This is an optimization exercise on Yosys and OpenROAD, whose aim is small area and a short achievable clock period, not a production implementation.
In this exercise RTL edits were held to simulation tests only and were not proved equivalent to the original.
No activity file was given, so power comes from the tool's default toggle rates.

the baseline:
## double_ended_queue
module double_ended_queue #(
  parameter int DEPTH      = dq_pkg::DEPTH_DEF,
  parameter int DATA_WIDTH = dq_pkg::DATA_WIDTH_DEF,
  parameter int CNT_W      = $clog2(DEPTH + 1)
) (
  input  logic                  clk,
  input  logic                  rst,
  input  logic                  req_valid,
  output logic                  req_ready,
  input  logic [1:0]            req_mode,
  input  logic [DATA_WIDTH-1:0] req_item_value,
  output logic                  rsp_valid,
  input  logic                  rsp_ready,
  output logic [DATA_WIDTH-1:0] rsp_popped_value,
  output logic [1:0]            rsp_status,
  output logic [CNT_W-1:0]      rsp_occupancy
);
Settings: LEC_CHECK=0, CAP_MARGIN=20, CORE_MARGIN=2, CORE_UTILIZATION=62, PLACE_DENSITY=0.72, SETUP_SLACK_MARGIN=1.75, SLEW_MARGIN=20, TNS_END_PERCENT=0; clock period 3.5 ns.
standard.sh (not shown) runs the stock make flow with config.mk's settings and CLKGATE_MAP_FILE= SYNTH_SCRIPT=/design/flow/synth_recipe.tcl, a recipe that flattens the netlist after the stock synthesis.
==> flow/flow/run.sh <==
#!/bin/bash
# the standard layout with four changes: the port buffers are plain buf_2
# cells (not delay cells), sizing may swap a cell for one of another
# footprint, the clock tree clusters up to 24 flip-flops per leaf buffer,
# and it adds no dummy loads. every tool's output stays in the orfs/logs
# folder; make's own output goes to standard.log.
set -euo pipefail
CTS="-sink_clustering_enable -repair_clock_nets -buf_list sky130_fd_sc_hd__clkbuf_16"
CTS="$CTS -sink_clustering_size 24 -sink_clustering_max_diameter 80 -dont_use_dummy_load"
bash standard.sh MATCH_CELL_FOOTPRINT=0 "CTS_ARGS=$CTS" \
  "BUFFER_PORTS_ARGS=-buffer_cell sky130_fd_sc_hd__buf_2" finish > standard.log 2>&1
--- input diff the baseline..the candidate ---
Settings: swapping 1.75 for 1.85 in SETUP_SLACK_MARGIN.
Results
Final critical path time including I/O delays and setup down 0.040 ns in the candidate wrt the baseline. [compare] base=the baseline new=the candidate: combinational power now sits at about the same level; share of the clock period used by the worst path after layout shrank by 1.1 points; portion of total power attributed to combinational logic saw an increase; average vias per placed instance grew by 0.050. Later-pin clock latency in the skew report essentially unchanged between the baseline and the candidate. Compared with the baseline, the candidate shows a total wire length after detailed routing that is about 2% higher. Any difference in number of flip-flops and latches between the baseline and the candidate is small enough to ignore. Number of max-slew violations in the final report came out exactly the same in the baseline and the candidate. The lower antenna diode instance count of the baseline and the candidate is in the candidate. Of the baseline and the candidate, the candidate shows the higher cell depth of the worst min-delay path, with the baseline below it.


## job 1500
double_ended_queue, a different RTL version from the one above (not shown whole).
Size in the first run: about 1200 cells after synthesis, roughly 79 I/O pins.
==> flow/config.mk <==
export PLATFORM = sky130hd
export DESIGN_NAME = double_ended_queue
export DESIGN_NICKNAME = double_ended_queue
export VERILOG_FILES = /design/flow/design.v
export SDC_FILE = /design/flow/constraint.sdc
export NUM_CORES = 4
export LEC_CHECK = 0
export CAP_MARGIN = 20
export CORE_MARGIN = 2
export CORE_UTILIZATION = 62
export PLACE_DENSITY = 0.72
export SETUP_SLACK_MARGIN = 1.95
export SLEW_MARGIN = 20
export TNS_END_PERCENT = 0
==> flow/constraint.sdc <==
create_clock -name core_clock -period 3.5 [get_ports {clk}]
set_input_delay 0.7000 -clock core_clock [delete_from_list [all_inputs] [get_ports {clk}]]
set_output_delay 0.7000 -clock core_clock [all_outputs]
set_load 0.01 [all_outputs]
==> flow/flow/run.sh <==
#!/bin/bash
# the standard layout with three changes: sizing may swap a cell for one of
# another footprint (so slow port buffers can become fast ones), the clock
# tree clusters up to 24 flip-flops per leaf buffer, and it adds no dummy
# loads. every tool's output stays in the orfs/logs folder; make's own
# output goes to standard.log.
set -euo pipefail
CTS="-sink_clustering_enable -repair_clock_nets -buf_list sky130_fd_sc_hd__clkbuf_16"
CTS="$CTS -sink_clustering_size 24 -sink_clustering_max_diameter 80 -dont_use_dummy_load"
bash standard.sh MATCH_CELL_FOOTPRINT=0 "CTS_ARGS=$CTS" finish > standard.log 2>&1
Job 1500 completed end to end with timing, DRC and antenna clean.
Modified inputs, job 7904 compared to job 1500
- SETUP_SLACK_MARGIN now 2.0, was 1.95
- TNS_END_PERCENT no longer set, was 0
- CORE_UTILIZATION now 55, was 62
- PLACE_DENSITY now 0.65, was 0.72
--- outcome ---
- Job 7904: flow completed, timing, DRC and antenna clean
- [job 7904 vs job 1500] overall die height: higher in job 7904
- Job 7904 vs. job 1500: final critical path time including I/O delays and setup went up by 0.11 ns, worst path arrival time went up by 0.14 ns, estimated wirelength of the detail-placed design went down by 470 µm, sequential fraction of total cell area went down by 6.6 points, cell count went up by 11%.
- Summary of job 7904 over job 1500: non-clock buffer count in the final layout increased by 117 relative to the old numbers, via count increased by about 13% relative to the old numbers.
- In terms of sequential power, job 1500 and job 7904 differ only marginally.
- The standard-cell row count of job 7904 exceeds that of job 1500 by 4.
- Between job 7904 and job 1500, it is job 7904 whose die area is higher, by 12%.
[inputs] job 8727 vs job 7904
- SETUP_SLACK_MARGIN changed from 2.0 to 1.7
- TNS_END_PERCENT newly set to 0
Findings:
- Job 8727 and job 7904 ended up with roughly the same clock network power share.
- NOTE number of global-route vias before repair job 7904->job 8727 decreased by more than 10%
- Comparing job 8727 against job 7904, there is no change at all in final sequential cell count.
- Of job 7904 and job 8727, job 8727 shows the lower first-pass GRT wire length, with job 7904 above it.
- Summary of job 8727 over job 7904: highest cell delay on the worst timing path fell by 0.06 ns; routed length on met3 went down about 50%; total area of multi-input combinational cells went down.
- Taking job 7904 as the reference point, the core utilization of job 8727 falls by 6.8 points.
- Row data required time at the worst endpoint: job 8727 lower / job 7904 higher
- Max sequential share of layout area across job 7904 and job 8727: job 8727
- In the flow results for job 7904 and job 8727, the total track usage is larger on job 7904.
Input-level comparison between job 2339 and job 8727:
- TNS_END_PERCENT removed (was 0)
- SETUP_SLACK_MARGIN changed from 1.7 to 1.5
- CORE_UTILIZATION changed from 55 to 60
- PLACE_DENSITY changed from 0.65 to 0.7
==> flow/run.sh (new file) <==
#!/bin/bash
# synth_recipe.tcl (not shown) runs the flow's synth.tcl, then flattens the netlist and writes it again
# the make line also repeats each setting of config.mk as NAME=value (left out here)
make -C /OpenROAD-flow-scripts/flow DESIGN_CONFIG=/design/flow/config.mk WORK_HOME=/design/flow/orfs CLKGATE_MAP_FILE= SYNTH_SCRIPT=/design/flow/synth_recipe.tcl finish
removed: flow/flow/run.sh
removed: flow/standard.sh
Findings:
- Job 2339 against job 8727: overall routed net length moved up, part of the cycle the worst path needs went up 2.1 points, number of buffers added for setup after CTS increased by 5 relative to the old numbers.
- Type of the most critical hold path: reg2reg -> job 8727, in2reg -> job 2339
- Job 2339 — worst setup slack 0.074 ns lower, job 8727 as reference
- Job 2339: global-route usage 3.3 points above job 8727
Inputs modified between job 2339 and job 5627:
- removing SETUP_SLACK_MARGIN (formerly 1.5)
- changing PLACE_DENSITY from 0.7 to 0.6
- changing CORE_UTILIZATION from 60 to 40
==> comparison <==
Against job 2339, job 5627 comes in 0.61 ns lower on post-route worst setup slack.
A category of the most critical setup path of in2reg is what job 2339 shows, while in2out belongs to job 5627.
Run comparison: job 5627 cell type of the slowest stage on the worst timing path sky130_fd_sc_hd__clkdlybuf4s50_1; job 2339 cell type of the slowest stage on the worst timing path sky130_fd_sc_hd__a222oi_1
Delta (job 5627 minus job 2339): fraction of the cycle the final worst path needs now larger, filler cell count up 2279, worst hold slack dropped 0.0054 ns, site row count rose 16.
Here is what was changed in the inputs of job 3922 compared with job 5627.
- setting SETUP_SLACK_MARGIN to 1.7 for the first time
- changing PLACE_DENSITY from 0.6 to 0.65
- changing CORE_UTILIZATION from 40 to 55
==> flow/flow/run.sh (new file) <==
#!/bin/bash
# the standard layout with three changes: sizing may swap a cell for one of
# another footprint (so slow port buffers can become fast ones), the clock
# tree clusters up to 24 flip-flops per leaf buffer, and it adds no dummy
# loads. every tool's output stays in the orfs/logs folder; make's own
# output goes to standard.log.
set -euo pipefail
CTS="-sink_clustering_enable -repair_clock_nets -buf_list sky130_fd_sc_hd__clkbuf_16"
CTS="$CTS -sink_clustering_size 24 -sink_clustering_max_diameter 80 -dont_use_dummy_load"
bash standard.sh MATCH_CELL_FOOTPRINT=0 "CTS_ARGS=$CTS" finish > standard.log 2>&1
==> flow/standard.sh (new file) <==
#!/bin/bash
# synth_recipe.tcl (not shown) runs the flow's synth.tcl, then flattens the netlist and writes it again
# the make line also repeats each setting of config.mk as NAME=value (left out here)
make -C /OpenROAD-flow-scripts/flow DESIGN_CONFIG=/design/flow/config.mk WORK_HOME=/design/flow/orfs CLKGATE_MAP_FILE= SYNTH_SCRIPT=/design/flow/synth_recipe.tcl "${@:-finish}"
removed: flow/run.sh
--- outcome ---
Compared to job 5627, job 3922 has power 2.3 mW lower. Job 3922 vs job 5627: total global routing track utilization up. Final design instance area without fill: job 3922 vs job 5627, no meaningful difference. Against job 5627, job 3922 comes in 189 lower on number of cells in the design after placement.


run 1:
double_ended_queue with an RTL version that a note above also has.
Size in the first run: about 1300 cells after synthesis, about 590 flip-flops, about 79 I/O pins, about 0.022 mm^2 of cells after synthesis.
==> flow/config.mk <==
export PLATFORM = sky130hd
export DESIGN_NAME = double_ended_queue
export DESIGN_NICKNAME = double_ended_queue
export VERILOG_FILES = /design/flow/design.v
export SDC_FILE = /design/flow/constraint.sdc
export NUM_CORES = 4
export LEC_CHECK = 0
export CAP_MARGIN = 10
export CORE_MARGIN = 2
export CORE_UTILIZATION = 62
export PLACE_DENSITY = 0.72
export SETUP_SLACK_MARGIN = 1.85
export SLEW_MARGIN = 10
export TNS_END_PERCENT = 0
==> flow/constraint.sdc <==
create_clock -name core_clock -period 3.5 [get_ports {clk}]
set_input_delay 0.7000 -clock core_clock [delete_from_list [all_inputs] [get_ports {clk}]]
set_output_delay 0.7000 -clock core_clock [all_outputs]
set_load 0.01 [all_outputs]
==> flow/flow/run.sh <==
#!/bin/bash
# the standard layout with four changes: the port buffers are plain buf_2
# cells (not delay cells), sizing may swap a cell for one of another
# footprint, the clock tree clusters up to 24 flip-flops per leaf buffer,
# and it adds no dummy loads. every tool's output stays in the orfs/logs
# folder; make's own output goes to standard.log.
set -euo pipefail
CTS="-sink_clustering_enable -repair_clock_nets -buf_list sky130_fd_sc_hd__clkbuf_16"
CTS="$CTS -sink_clustering_size 24 -sink_clustering_max_diameter 80 -dont_use_dummy_load"
bash standard.sh MATCH_CELL_FOOTPRINT=0 "CTS_ARGS=$CTS" \
  "BUFFER_PORTS_ARGS=-buffer_cell sky130_fd_sc_hd__buf_2" finish > standard.log 2>&1
Run 1 completed every stage of the flow, and the final layout passed the timing, DRC and antenna checks.
For run 2, these inputs were changed with respect to run 1:
Settings: SLEW_MARGIN changed from 10 to 20; CAP_MARGIN changed from 10 to 20; TNS_END_PERCENT changed from 0 to 10.
==> comparison <==
Delta(first-pass GRT wire length, run 2 - run 1) > 0. Internal power is higher on run 2. Run 2 contains more vias than run 1. Between run 1 and run 2, the clock network area share figures differ only marginally. Comparing run 1 and run 2, the lower count of plain and timing-repair buffers is on run 1. Higher buffers plus inverters on the worst setup path goes to run 1 over run 2. Post-route core utilization in run 2 is 3.6 points higher than in run 1. Across both runs, sequential share of layout area was lower for run 2 than for run 1. Of run 1 and run 2, run 2 shows the lower number of cells on the worst hold path, with run 1 above it. Diff run 1 -> run 2 | overall power consumption | increase of about 2%. Re register bit count reported by yosys: no difference whatsoever between run 1 and run 2.
Here is what was changed in the inputs of run 3 compared with run 2.
Settings: a change of CAP_MARGIN from 20 to 5; a change of SLEW_MARGIN from 20 to 5; a change of TNS_END_PERCENT from 10 to 0.
Results
Run 3: all stages complete, timing, DRC and antenna checks passed
Going from run 2 to run 3, post-route cell area has decreased, global-route usage over all layers -6.3 points.
Diff run 2 -> run 3 | internal power consumption | down slightly
Measured against run 3, the first-iteration DRC count of run 2 comes out at 1.17 times the reference value.
Compared with run 2, in run 3 number of fill cells in the layout went up by about 9%, utilization went down by 3.6 points.

==> separate check: timing with driven ports <==
How much do the figures lean on ideal ports? The routed layouts below were timed once more, with nothing changed but the port constraints. Step 1 (the two cells are an assumption about what drives the block):
set clk [get_ports {clk}]
set_driving_cell -lib_cell sky130_fd_sc_hd__clkbuf_16 $clk
set_driving_cell -lib_cell sky130_fd_sc_hd__buf_2 [delete_from_list [all_inputs] $clk]
Step 2 adds t to the input delays and takes it off the output delays; t is the mean of the earliest and latest rising clock arrival at the registers after step 1. Input paths then give back, and output paths get back, about the clock's delay inside the block. a / b / c = no drivers / after step 1 / after step 2; a / b = the first two.
run | t, ns | setup slack, ns | hold slack, ns | latest minus earliest clock arrival (ns) | worst data-port slew with drivers (ns)
the baseline | 0.629 | 1.542 / 1.510 / 0.881 | 0.458 / 0.427 / 0.458 | 0.059 / 0.059 | 0.11
the candidate | 0.631 | 1.582 / 1.536 / 0.906 | 0.456 / 0.427 / 0.457 | 0.054 / 0.053 | 0.16
job 1500 | 0.626 | 1.550 / 1.432 / 0.806 | 0.473 / 0.442 / 0.507 | 0.032 / 0.032 | 0.23
job 7904 | 0.651 | 1.444 / 1.404 / 0.753 | 0.567 / 0.567 / 0.567 | 0.042 / 0.042 | 0.10
job 8727 | 0.641 | 1.533 / 1.441 / 0.799 | 0.508 / 0.483 / 0.508 | 0.013 / 0.013 | 0.17
job 2339 | 0.645 | 1.460 / 1.355 / 0.709 | 0.445 / 0.443 / 0.480 | 0.019 / 0.019 | 0.16
job 5627 | 0.666 | 0.848 / 0.812 / 0.356 | 0.439 / 0.407 / 0.559 | 0.020 / 0.020 | 0.07
job 3922 | 0.631 | 1.544 / 1.432 / 0.801 | 0.480 / 0.563 / 0.563 | 0.037 / 0.036 | 0.23
run 1 | 0.631 | 1.582 / 1.536 / 0.906 | 0.456 / 0.427 / 0.457 | 0.054 / 0.053 | 0.16
run 2 | 0.626 | 1.501 / 1.398 / 0.772 | 0.473 / 0.440 / 0.478 | 0.042 / 0.042 | 0.19
run 3 | 0.631 | 1.582 / 1.536 / 0.906 | 0.456 / 0.427 / 0.457 | 0.054 / 0.053 | 0.16
After both steps setup and hold are still met in every run listed. The setup slack of job 2339, which loses most, moves by -0.105 ns with the drivers and by -0.751 ns with both steps.
